Background: an optimization exercise with open tools, aiming at small area and a short achievable clock period. Do not read the settings as production practice. In this exercise RTL edits were held to simulation tests only and were not proved equivalent to the original. Power figures rest on the tool's default switching activity, not on a simulated workload.

[config.mk]
export PLATFORM = sky130hd
export DESIGN_NAME = data_mem_responder
export DESIGN_NICKNAME = data_mem_responder
export VERILOG_FILES = /design/flow/design.v
export SDC_FILE = /design/flow/constraint.sdc
export NUM_CORES = 4
export LEC_CHECK = 0
export CAP_MARGIN = 20
export CORE_MARGIN = 2
export CORE_UTILIZATION = 60
export CTS_CLUSTER_DIAMETER = 80
export CTS_CLUSTER_SIZE = 30
export PLACE_DENSITY = 0.72
export SETUP_SLACK_MARGIN = 2.3
export SLEW_MARGIN = 20
[constraint.sdc]
create_clock -name core_clock -period 4.4 [get_ports {clk}]
set_input_delay 0.8800 -clock core_clock [delete_from_list [all_inputs] [get_ports {clk}]]
set_output_delay 0.8800 -clock core_clock [all_outputs]
set_load 0.01 [all_outputs]
[design.v]
`timescale 1ns/1ps
module data_mem_responder #(
    parameter int ADDR_W      = 9,
    parameter int DATA_W      = 8,
    parameter int DEPTH       = 256,
    parameter int WAIT_CYCLES = 2
) (
    input  logic              clk,
    input  logic              rst_n,
    input  logic              req_valid,
    output logic              req_ready,
    input  logic              req_write,
    input  logic [ADDR_W-1:0] req_addr,
    input  logic [DATA_W-1:0] req_wdata,
    output logic              rsp_valid,
    input  logic              rsp_ready,
    output logic [DATA_W-1:0] rsp_rdata,
    output logic              rsp_err,
    output logic              busy,
    output logic [7:0]        err_count
);
    localparam int NP = 8;                   
    logic [256*DATA_W-1:0] mem_q;
    logic              req_ready_q, busy_q, rsp_valid_q;
    logic              s1_q, s2_q;           
    logic              err_q;
    logic [7:0]        errcnt_q;
    logic [DATA_W-1:0] rdata_q;
    logic [ADDR_W-1:0] addr_q;
    logic              wr_q;
    logic [DATA_W-1:0] wd_q;
    logic [63:0]       rsel_q;
    logic [3:0]        rquad_q;
    logic [31:0]       wlon_q, wlo_q;
    logic [7:0]        whin_q, whi_q;
    logic [DATA_W-1:0] wd1_q, wd2_q;
    logic [NP*DATA_W-1:0] part_q;
    logic rvn_q;
    wire idle     = ~(s1_q | s2_q) & rvn_q;        
    wire accept   = req_valid & idle;
    wire handover = ~rvn_q & rsp_ready;
    wire rdy_nx   = (idle & ~req_valid) | handover;
    wire rv_nx    = s2_q | (~rvn_q & ~rsp_ready);
    always_ff @(posedge clk) begin
        if (!rst_n) begin
            req_ready_q <= 1'b1;
            busy_q      <= 1'b0;
            rsp_valid_q <= 1'b0;
            rvn_q       <= 1'b1;
            s1_q        <= 1'b0;
            s2_q        <= 1'b0;
        end else begin
            req_ready_q <= rdy_nx;
            busy_q      <= ~rdy_nx;
            rsp_valid_q <= rv_nx;
            rvn_q       <= ~rv_nx;
            s1_q        <= accept;
            s2_q        <= s1_q;
        end
    end
    always_ff @(posedge clk) begin
        if (idle) begin
            addr_q <= req_addr;
            wr_q   <= req_write;
            wd_q   <= req_wdata;
        end
    end
    always_ff @(posedge clk) begin
        rsel_q  <= ~(64'd1 << req_addr[5:0]);
        rquad_q <= ~(4'd1 << req_addr[7:6]);
    end
    logic [NP*DATA_W-1:0] part_d;
    genvar gp, gb;
    generate
        for (gp = 0; gp < NP; gp++) begin : g_part
            for (gb = 0; gb < DATA_W; gb++) begin : g_bit
                logic [31:0] col;
                always_comb
                    for (int k = 0; k < 32; k++)
                        col[k] = mem_q[(32*gp+k)*DATA_W+gb];
                assign part_d[gp*DATA_W+gb] = rquad_q[gp/2] | &(rsel_q[32*(gp%2) +: 32] | col);
            end
        end
    endgenerate
    always_ff @(posedge clk) part_q <= part_d;
    logic [DATA_W-1:0] rd_word;
    always_comb begin
        rd_word = '1;
        for (int p = 0; p < NP; p++) rd_word = rd_word & part_q[p*DATA_W +: DATA_W];
    end
    logic [DATA_W-1:0] rdn_q;
    logic              errn_q;
    logic [7:0]        ecn_q;
    logic [DATA_W-1:0] rd_nx;
    logic              err_nx;
    logic [7:0]        ec_nx;
    always_comb begin
        rd_nx  = ~rdn_q;
        err_nx = ~errn_q;
        ec_nx  = ~ecn_q;
        if (!rst_n) begin
            rd_nx  = '0;
            err_nx = 1'b0;
            ec_nx  = 8'd0;
        end else if (s2_q) begin
            rd_nx  = addr_q[8] ? '0 : (wr_q ? wd_q : rd_word);
            err_nx = addr_q[8];
            if (addr_q[8] && ecn_q != 8'h00) ec_nx = ~ecn_q + 8'd1;
        end else if (handover) begin
            err_nx = 1'b0;
        end
    end
    always_ff @(posedge clk) begin
        rdata_q  <= rd_nx;
        rdn_q    <= ~rd_nx;
        err_q    <= err_nx;
        errn_q   <= ~err_nx;
        errcnt_q <= ec_nx;
        ecn_q    <= ~ec_nx;
    end
    wire wr_arm = rst_n & s2_q & wr_q & ~addr_q[8];
    always_ff @(posedge clk) begin
        wlon_q <= ~(32'd1 << addr_q[4:0]);
        wlo_q  <= 32'd1 << addr_q[4:0];
        whin_q <= ~({7'd0, wr_arm} << addr_q[7:5]);
        whi_q  <= {7'd0, wr_arm} << addr_q[7:5];
        wd1_q  <= wd_q;
        wd2_q  <= wd1_q;
    end
    always_ff @(posedge clk) begin
        for (int w = 0; w < 256; w++) begin
            logic wsel, keep;
            logic [DATA_W-1:0] wdat;
            wsel = ~(whin_q[w/32] | wlon_q[w%32]);
            keep = ~(whi_q[w/32] & wlo_q[w%32]);
            wdat = (w < 86) ? wd_q : (w < 171) ? wd1_q : wd2_q;
            mem_q[w*DATA_W +: DATA_W] <= ({DATA_W{wsel}} & wdat) |
                                         ({DATA_W{keep}} & mem_q[w*DATA_W +: DATA_W]);
        end
    end
    assign req_ready = req_ready_q;
    assign busy      = busy_q;
    assign rsp_valid = rsp_valid_q;
    assign rsp_rdata = rdata_q;
    assign rsp_err   = err_q;
    assign err_count = errcnt_q;
endmodule
[run.sh]
#!/bin/bash
# synth_recipe.tcl (not shown) runs the flow's synth.tcl, then flattens the netlist and writes it again
# the make line also repeats each setting of config.mk as NAME=value (left out here)
make -C /OpenROAD-flow-scripts/flow DESIGN_CONFIG=/design/flow/config.mk WORK_HOME=/design/flow/orfs CLKGATE_MAP_FILE= SYNTH_SCRIPT=/design/flow/synth_recipe.tcl finish
==> out/metrics.cfg, run 1 <==
[setup_path]
worstPathRequired_ns=5.08
cp_slowest_stage_delay_ns=1.30
critPathSlowestCell=dfxtp_1
start_kind=register
critPathCaptureType=register
cp_max_fo=8
cp_cell_sequence=nor2_1 -> a22o_1
crit_arrival_ns=3.07
criticalPathCategory=reg2reg
crit_buf_inv=0
critical-path-top-delay-family=flip-flops

[power]
p_sw_mw=8.89
intPower_mw=26.1
power_leakage_nw=32.4
pwr-share-seq_pct=63.0
vdd_drop_max_uv=611
combPwrFrac_pct=3.9
power.density_nw_per_um2=413
power.total_mw=35.0
swShare_pct=25.4
pwr-share-clk_pct=33.0

[synthesis]
ys_types=51
async_reset_ff_share_pct=0
yosysMostFrequentCell=dfxtp_1
syn_area_um2=79300
synth_area_leaders=dfxtp_1, a22o_1, o22ai_1
yosys_warnings=1
synth_top_area_share_pct=58.5
seq_area_frac_synth_pct=59.2
synth.top_cells.by_count=dfxtp_1, a22o_1, o22ai_1
yosys.area.top_type=dfxtp_1
post_synth.cell_area_avg_um2=11.1
synth.net_count=7136
synthFlopType=dfxtp_1
yosys_register_bits=2334
synth_edf_count=18
netlist_instances=7113

[sta]
rsz0062_at_grt=true
whs_ns=0.473
fin_tns_setup_ns=0
setup_viol=0
clock_skew_ns=0.0329
relSlewSlack_pct=4.77
slew_viol_final=0
worst_pin_slew_ns=1.43
finalCritPeriodShare_pct=54.4
finalHoldViolations=0
min_period_ns=2.39
fmax_ghz=0.418

[cells_and_area]
nets=6891
area_growth_pct=6.91
drive_gt1_share_pct=7.26
instances_no_fill=8704

[detailed_routing]
routed_wl_um=354000
drtIter0Drc=12900
drtAntennaViolNets=0
drt-pass1-iter-count=10
viasPerCell=8.15
wire_per_inst_um=40.7
vias=70900
drc=0

[placement]
port_buffers=41
hpwl_um=228000
placedCellCount=8524
globalplace.congestion=1.05

[flow_run]
drv_cap=0

[clock_tree]
cts_made_buffers=96
htree_levels=3
clk_latency_ns=0.80
cts_tree=done
cts-root-buf=clkbuf_16
numClockSinks=2334
cts_buffer_depth=3
postCtsSetupRepairBufs=0
clk_pin_slew_ns=0.12

[floorplanning]
die_h_um=367
ios=42
design.core.area_um2=131000
floorplan.die.width_um=367
initial_core_util_pct=60.4
dieArea_um2=135000
rows=133

[grt]
grt_max_degree=89
grt_pass1_wl_um=491000
grt_usage_pct=50.2
grt-ovfl-total=0
antenna_found_initial=24
grt_pass1_vias=64800

[min_path]
hold_class=reg2reg

[outcome]
status=complete, no violations

[what timing repair did]
item                                    CTS  global route
pin swaps                                 0             0
endpoints found under the setup margin  267           173
hold buffers                              0             0
resized for setup                       174            36
[flip-flops by register name (all words and copies together), names as in the netlist, 9 cells and up]
name / count
part_q: 64
wlo_q: 32
rsel_q: 64
addr_q: 9
mem_q: 2048
wlon_q: 32
[power by group through the flow]
stage	Clock (mW)	Combinational, mW	Sequential, mW
detailed placement	0	1.26	22.5
global placement	0	1.25	22.5
global route	12.1	1.35	22.0
CTS	11.4	1.27	22.0
finish	11.6	1.38	22.1
floorplan	0	0.889	21.8
[layout by cell type (no fill, tap or decap), types with 9 or more instances in the layout]
cell type and count:
nand4_1 16, nand2_1 365, nand2b_1 11, clkbuf_1 12, clkdlybuf4s50_1 21, nor4_1 231, and2_1 12, nor2_1 287
dfxtp_4 70, diode_2 30, nor3_1 11, o22ai_1 1024, buf_4 162, o21ai_0 9, a22o_1 2048, dfxtp_2 52
a41o_1 64, buf_6 15, edfxtp_1 18, nor4_2 27, inv_1 25, dfxtp_1 2194, clkbuf_16 101
[worst paths after layout]
check	start	to	slack, ns	cells past startpoint
hold / removal	s1_q	s2_q	0.47	1
hold reg to reg	s1_q	s2_q	0.47	1
setup reg to reg	wlon_q[29]	mem_q[1262]	2.01	2
setup / recovery	wlon_q[29]	mem_q[1262]	2.01	2
[per-layer routing]
layer	wire length, um	part of all wire (%)	GRT usage, %
met1	124000	35	64.2
met3	58900	17	20.3
met4	33600	9.5	37.1
met2	137000	39	67.5
met5	185	0.052	0.463
[kinds of logic after synthesis]
family	after synthesis	synth area share [%]
buffers and inverters	582	2.81
AOI/OAI and AO/OA	3173	31.9
muxes	10	0.144
adders and majority gates	1	0.0158
DFF	2334	59.2
and+or+nand+nor	1013	5.96
[final cells by class]
type / instances / area (um2)
repair buffers: 214 / 1800
well taps: 1755 / 2200
flip-flops and latches: 2334 / 47200
fillers: 10300 / 46600
inverters: 25 / 93.8
clock buffers: 115 / 2600
clock inverters: 34 / 403
multi-input cells: 4197 / 30300
diodes: 30 / 75.1
[stage by stage]
| stage | instance area (um2) | util, % | worst slack (ns) |
|---|---|---|---|
| detailed placement | 81300 | 61.9 | 1.67 |
| finish | 84700 | 64.5 | 2.01 |
| floorplan | 79300 | - | 2.67 |
| global placement | 81300 | 61.9 | 1.68 |
| global route | 84700 | 64.5 | 2.27 |
| CTS | 84500 | 64.4 | 2.13 |
==> run 2: changes to the inputs <==
--- a/config.mk
+++ b/config.mk
@@ -5,11 +5,11 @@
 export SDC_FILE = /design/flow/constraint.sdc
 export NUM_CORES = 4
 export LEC_CHECK = 0
-export CAP_MARGIN = 20
+export CAP_MARGIN = 50
 export CORE_MARGIN = 2
 export CORE_UTILIZATION = 60
 export CTS_CLUSTER_DIAMETER = 80
 export CTS_CLUSTER_SIZE = 30
 export PLACE_DENSITY = 0.72
 export SETUP_SLACK_MARGIN = 2.3
-export SLEW_MARGIN = 20
+export SLEW_MARGIN = 50
==> out/metrics.cfg, run 2 <==
[outcome]
status=complete, no violations

[setup_path]
r2r_setup_slack_ns=2.12
ff2ff_path_depth=3
crit_arrival_ns=3.02
cp_cell_sequence=o22ai_1 -> nor4_1 -> a41o_1
critPathCaptureType=register
critPathSlowestCell=dfxtp_4
start_kind=register
cp_max_fo=25
regToRegEndpoint=part_q[45]
reg2reg_from=rsel_q[39]
criticalPathCategory=reg2reg
worstPathRequired_ns=5.13
cp_slowest_stage_delay_ns=0.76

[synthesis]
syn_area_um2=79300
async_reset_ff_share_pct=0
synth.net_count=7136
ys_types=51
yosys_warnings=1
post_synth.cell_area_avg_um2=11.1
seq_area_frac_synth_pct=59.2
synth_edf_count=18
yosys.area.top_type=dfxtp_1
synth_area_leaders=dfxtp_1, a22o_1, o22ai_1
netlist_instances=7113
yosys_register_bits=2334
synthFlopType=dfxtp_1
synth_top_area_share_pct=58.5
synth.top_cells.by_count=dfxtp_1, a22o_1, o22ai_1
yosysMostFrequentCell=dfxtp_1

[clock_tree]
clk_latency_ns=0.80
cts_made_buffers=98
cts_tree=done
clk_pin_slew_ns=0.12
cts-root-buf=clkbuf_16
htree_levels=3
hold_buffers=0
numClockSinks=2334
cts_buffer_depth=3

[sta]
slew_viol_final=0
finalCritPeriodShare_pct=51.9
setup_slack_ns=2.12
min_period_ns=2.28
worst_pin_slew_ns=0.898
setup_viol=0
rsz0062_at_grt=true
finalHoldViolations=0
relSlewSlack_pct=40.2
fin_tns_setup_ns=0
fmax_ghz=0.438
clock_skew_ns=0.0323

[cells_and_area]
area_growth_pct=8.03
largest_reg_flops=2048
top_regs=mem_q: 2048 flops, part_q: 64 flops, rsel_q: 64 flops
drive_gt1_share_pct=9.35
final_common_cell=dfxtp_1
utilization_pct=65.2
mostFrequentLayoutCells=dfxtp_1, a22o_1, o22ai_1, nand2_1, nor4_1
finalInstanceArea_um2=85600
nets=6926
largest_register=mem_q

[placement]
hpwl_um=233000
port_buffers=41
post-place-ws_ns=1.78
globalplace.congestion=1.05
postPlaceCellArea_um2=82200

[floorplanning]
die_h_um=367
initial_core_util_pct=60.4
rows=133
ios=42
floorplan.die.width_um=367
dieArea_um2=135000
design.core.area_um2=131000

[detailed_routing]
drtIter0Drc=12400
viasPerCell=8.11
vias=70900
drt-pass1-iter-count=8
wire_per_inst_um=40.5
routed_wl_um=354000
drc=0
drtAntennaViolNets=0

[min_path]
min_to=rdn_q[1]
min_from=rst_n
hold_class=in2reg
whs_path_depth=2

[flow_run]
drv_cap=0

[power]
power.total_mw=35.2
power_leakage_nw=32.7
vdd_drop_max_uv=431
power.density_nw_per_um2=411

[grt]
grt_usage_pct=50.4
grt_pass1_vias=65200
grt_max_degree=89
antenna_found_initial=21
grt_pass1_wl_um=493000
grt-ovfl-total=0

-- run 2: cell families (layout without fill, tap and decap cells) --
family / after synthesis / count (layout) / share of synthesized area [%]
AOI/OAI and AO/OA: 3173 / 3173 / 31.9
DFF: 2334 / 2334 / 59.2
and+or+nand+nor: 1013 / 1013 / 5.96
buffers and inverters: 582 / 433 / 2.81
muxes: 10 / 10 / 0.144
adders and majority gates: 1 / 1 / 0.0158
other: 0 / 23 / 0
-- run 2: critical path, delay by kind of cell (launching register included) --
kind | cells | cell delay (ns)
AND/OR/NAND/NOR | 1 | 0.75
flip-flops | 1 | 0.76
AO/OA/AOI/OAI | 2 | 0.70
-- run 2: final cells by class --
type / count / area [um2]
sequential: 2334 / 47300
antenna: 23 / 57.6
timing repair buffer: 247 / 2360
inverter: 25 / 93.8
clock inverter: 47 / 541
tap: 1755 / 2200
multi-input combinational: 4197 / 30500
fill: 10200 / 45700
clock buffer: 114 / 2540
-- run 2: stage by stage --
| step | hold WS [ns] | instances |
|---|---|---|
| finish | 0.475 | 8742 |
| global route | 0.482 | 8720 |
| CTS | 0.468 | 8718 |
| detailed placement | 0.447 | 8557 |
| floorplan | 0.346 | 7113 |
| global placement | 0.448 | 8524 |
-- run 2: worst max path at each step --
stage,from,endpoint,slack (ns)
floorplan,ecn_q[0],errcnt_q[0],2.67
global placement,rst_n,errcnt_q[7],1.68
detailed placement,req_addr[0],rsel_q[5],1.78
CTS,s2_q,rdn_q[5],2.14
global route,errcnt_q[1],err_count[1],2.24
finish,rsel_q[39],part_q[45],2.12
-- run 2: repair_timing --
| item | 4_1_cts | 5_1_grt |
|---|---|---|
| setup buffers | 0 | 0 |
| endpoints found under the hold margin | 0 | 0 |
| gates resized for setup | 130 | 17 |
| setup endpoints to repair | 74 | 53 |
-- run 2: report_power, final --
group	switching, mW	internal, mW	leakage, nW	total [mW]
sequential	0.528	21.3	18.9	21.8
clock	7.17	4.49	1.50	11.7
combinational	1.33	0.429	12.3	1.76
-- run 2: per-layer routing --
metal / global-route usage, % / wire length (um)
met5: 0 / 57
met4: 38.5 / 35300
met3: 20.7 / 59500
met2: 67.4 / 137000
met1: 64.1 / 123000
==> run 3: changes to the inputs <==
--- a/config.mk
+++ b/config.mk
@@ -7,9 +7,9 @@
 export LEC_CHECK = 0
 export CAP_MARGIN = 50
 export CORE_MARGIN = 2
-export CORE_UTILIZATION = 60
+export CORE_UTILIZATION = 68
 export CTS_CLUSTER_DIAMETER = 80
-export CTS_CLUSTER_SIZE = 30
-export PLACE_DENSITY = 0.72
+export CTS_CLUSTER_SIZE = 26
+export PLACE_DENSITY = 0.8
 export SETUP_SLACK_MARGIN = 2.3
 export SLEW_MARGIN = 50
==> out/metrics.cfg, run 3 <==
[outcome]
status=complete, no violations

[synthesis]
yosys_register_bits=2334
synth_compound_area_share_pct=31.9
yosys.area_share.adder_pct=0.0158
synth_top_area_share_pct=58.5
syn_area_um2=79300
yosys.area.top_type=dfxtp_1
ys_types=51
synthSimpleGateAreaFrac_pct=5.96
synth_top_family_by_area=compound AO/OA/AOI/OAI gates
yosys_warnings=1
synth_area_leaders=dfxtp_1, a22o_1, o22ai_1
async_reset_ff_share_pct=0
synth.top_cells.by_count=dfxtp_1, a22o_1, o22ai_1
synth.net_count=7136
netlist_instances=7113
synthFlopType=dfxtp_1
synth_edf_count=18
synth_xor_area_share_pct=0
yosysMostFrequentCell=dfxtp_1
seq_area_frac_synth_pct=59.2
synthMuxAreaShare_pct=0.144
post_synth.cell_area_avg_um2=11.1

[sta]
finalCritPeriodShare_pct=52.8
worst_pin_slew_ns=0.931
slew_viol_final=0
fin_tns_setup_ns=0
finalHoldViolations=0
rsz0062_at_grt=true
setup_viol=0
setup_slack_ns=2.08
min_period_ns=2.32
fmax_ghz=0.430
relSlewSlack_pct=38.0
whs_ns=0.443
clock_skew_ns=0.0242

[placement]
globalplace.congestion=1.09
postPlaceCellArea_um2=81700
port_buffers=41
post-place-ws_ns=1.92
hpwl_um=226000

[clock_tree]
cts-root-buf=clkbuf_16
cts_tree=done
cts_made_buffers=100
htree_levels=3
cts_buffer_depth=3
numClockSinks=2334
clk_pin_slew_ns=0.10
clk_latency_ns=0.78

[cells_and_area]
largest_reg_flops=2048
finalInstanceArea_um2=85000
final_common_cell=dfxtp_1
nets=6915
fill_cells=8228
area_growth_pct=7.21
mostFrequentLayoutCells=dfxtp_1, a22o_1, o22ai_1, nand2_1, nor4_1
largest_register=mem_q
utilization_pct=73.3
top_regs=mem_q: 2048 flops, part_q: 64 flops, rsel_q: 64 flops
drive_gt1_share_pct=8.51

[setup_path]
cp_cell_sequence=o22ai_1 -> nor4_1 -> a41o_1
worstPathRequired_ns=5.12
criticalPathCategory=reg2reg
start_kind=register
critPathCaptureType=register
crit_buf_inv=0
crit_arrival_ns=3.04
cp_max_fo=14
critPathSlowestCell=dfxtp_2
critical-path-top-delay-family=flip-flops
cp_slowest_stage_delay_ns=0.84

[floorplanning]
die_h_um=345
design.core.area_um2=116000
ios=42
initial_core_util_pct=68.4
dieArea_um2=119000
rows=125
floorplan.die.width_um=345

[detailed_routing]
drt-pass1-iter-count=10
routed_wl_um=349000
viasPerCell=8.47
drtAntennaViolNets=0
drtIter0Drc=14200
vias=72000
drc=0
wire_per_inst_um=41.1

[flow_run]
drv_cap=0

[power]
power_leakage_nw=32.5
swShare_pct=24.8
p_sw_mw=8.57
pwr-share-seq_pct=63.0
intPower_mw=26.0
power.density_nw_per_um2=407
vdd_drop_max_uv=401
combPwrFrac_pct=5.0
pwr-share-clk_pct=31.9

[grt]
grt_max_degree=89
grt_pass1_vias=65000
antenna_found_initial=34
grt-ovfl-total=0
grt_usage_pct=56.0
grt_pass1_wl_um=485000

[min_path]
hold_class=reg2reg

-- run 3: worst reg2reg max path, cell delays in order, from the launching register on --
cell,delay (ns)
dfxtp_2,0.84
o22ai_1,0.34
nor4_1,0.82
a41o_1,0.27
-- run 3: worst paths after layout --
check	startpoint	end	slack (ns)	cells past startpoint
worst max-delay path	rsel_q[47]	part_q[31]	2.08	3
worst min-delay path	wd_q[3]	wd1_q[3]	0.44	0
worst max register to register	rsel_q[47]	part_q[31]	2.08	3
worst min register to register	wd_q[3]	wd1_q[3]	0.44	0
-- run 3: routing by layer --
metal / GRT usage, % / part of all wire, % / vias to the layer above
met4: 43.7 / 11 / 44
li1: - / - / 27700
met1: 70.0 / 33 / 34300
met5: 3.04 / 0.16 / -
met2: 72.7 / 37 / 7679
met3: 27.6 / 19 / 2210
-- run 3: final cells by class --
type	count	area, um2	area share, %
flip-flops and latches	2334	47200	55.6
clock inverters	5	42.5	0.0501
repair buffers	234	2300	2.70
well taps	1524	1910	2.24
multi-input cells	4197	30600	36.0
clock buffers	129	2700	3.17
diodes	49	123	0.144
inverters	25	93.8	0.110
-- run 3: timing repair --
item | CTS | global route
setup endpoints to repair | 76 | 49
setup buffers | 0 | 4
hold buffers | 0 | 0
resized for setup | 129 | 39
-- run 3: logic make-up (layout without fill, tap and decap cells) --
logic type,count (synthesis),count (layout)
adder cells (fa/ha/maj),1,1
other,0,49
buffers and inverters,582,393
AND/OR/NAND/NOR,1013,1013
flip-flops,2334,2334
multiplexers,10,10
AO/OA/AOI/OAI,3173,3173
-- run 3: per-stage QoR --
stage          power, mW  instances
2_1_floorplan       22.7       7113
3_3_place_gp        23.7       8288
3_5_place_dp        23.8       8309
4_1_cts             34.1       8443
5_1_grt             35.0       8455
6_report            34.6       8497
-- run 3: power by group through the flow --
stage | clock, mW | combinational [mW] | sequential (mW)
after global routing | 11.5 | 1.68 | 21.8
final | 11.0 | 1.74 | 21.8
after detailed placement | 0 | 1.56 | 22.2
after CTS | 10.8 | 1.57 | 21.7
after floorplan | 0 | 0.889 | 21.8
after global placement | 0 | 1.26 | 22.4

==> what the ideal ports hide <==
The flow's constraints put no driver on any port. The routed layouts listed below were extracted and timed again, unchanged, in two steps.
Step 1 (the two cells are an assumption about what drives the block):
set clk [get_ports {clk}]
set_driving_cell -lib_cell sky130_fd_sc_hd__clkbuf_16 $clk
set_driving_cell -lib_cell sky130_fd_sc_hd__buf_2 [delete_from_list [all_inputs] $clk]
Step 2 adds t to the input delays and takes it off the output delays; t is the mean of the earliest and latest rising clock arrival at the registers after step 1. Input paths then give back, and output paths get back, about the clock's delay inside the block.
Slacks: ideal / step 1 / step 2; pairs: ideal / step 1.
run | t (ns) | setup slack, ns | worst setup path after step 2
run 1 | 0.867 | 2.006 / 2.006 / 1.639 | input to register
run 2 | 0.865 | 2.116 / 2.116 / 1.672 | input to register
run 3 | 0.853 | 2.076 / 2.076 / 1.679 | input to register
After both steps setup and hold are still met in every run listed. For run 2, which loses most, drivers alone change the setup slack by 0.000 ns; drivers and shift together by -0.444 ns.
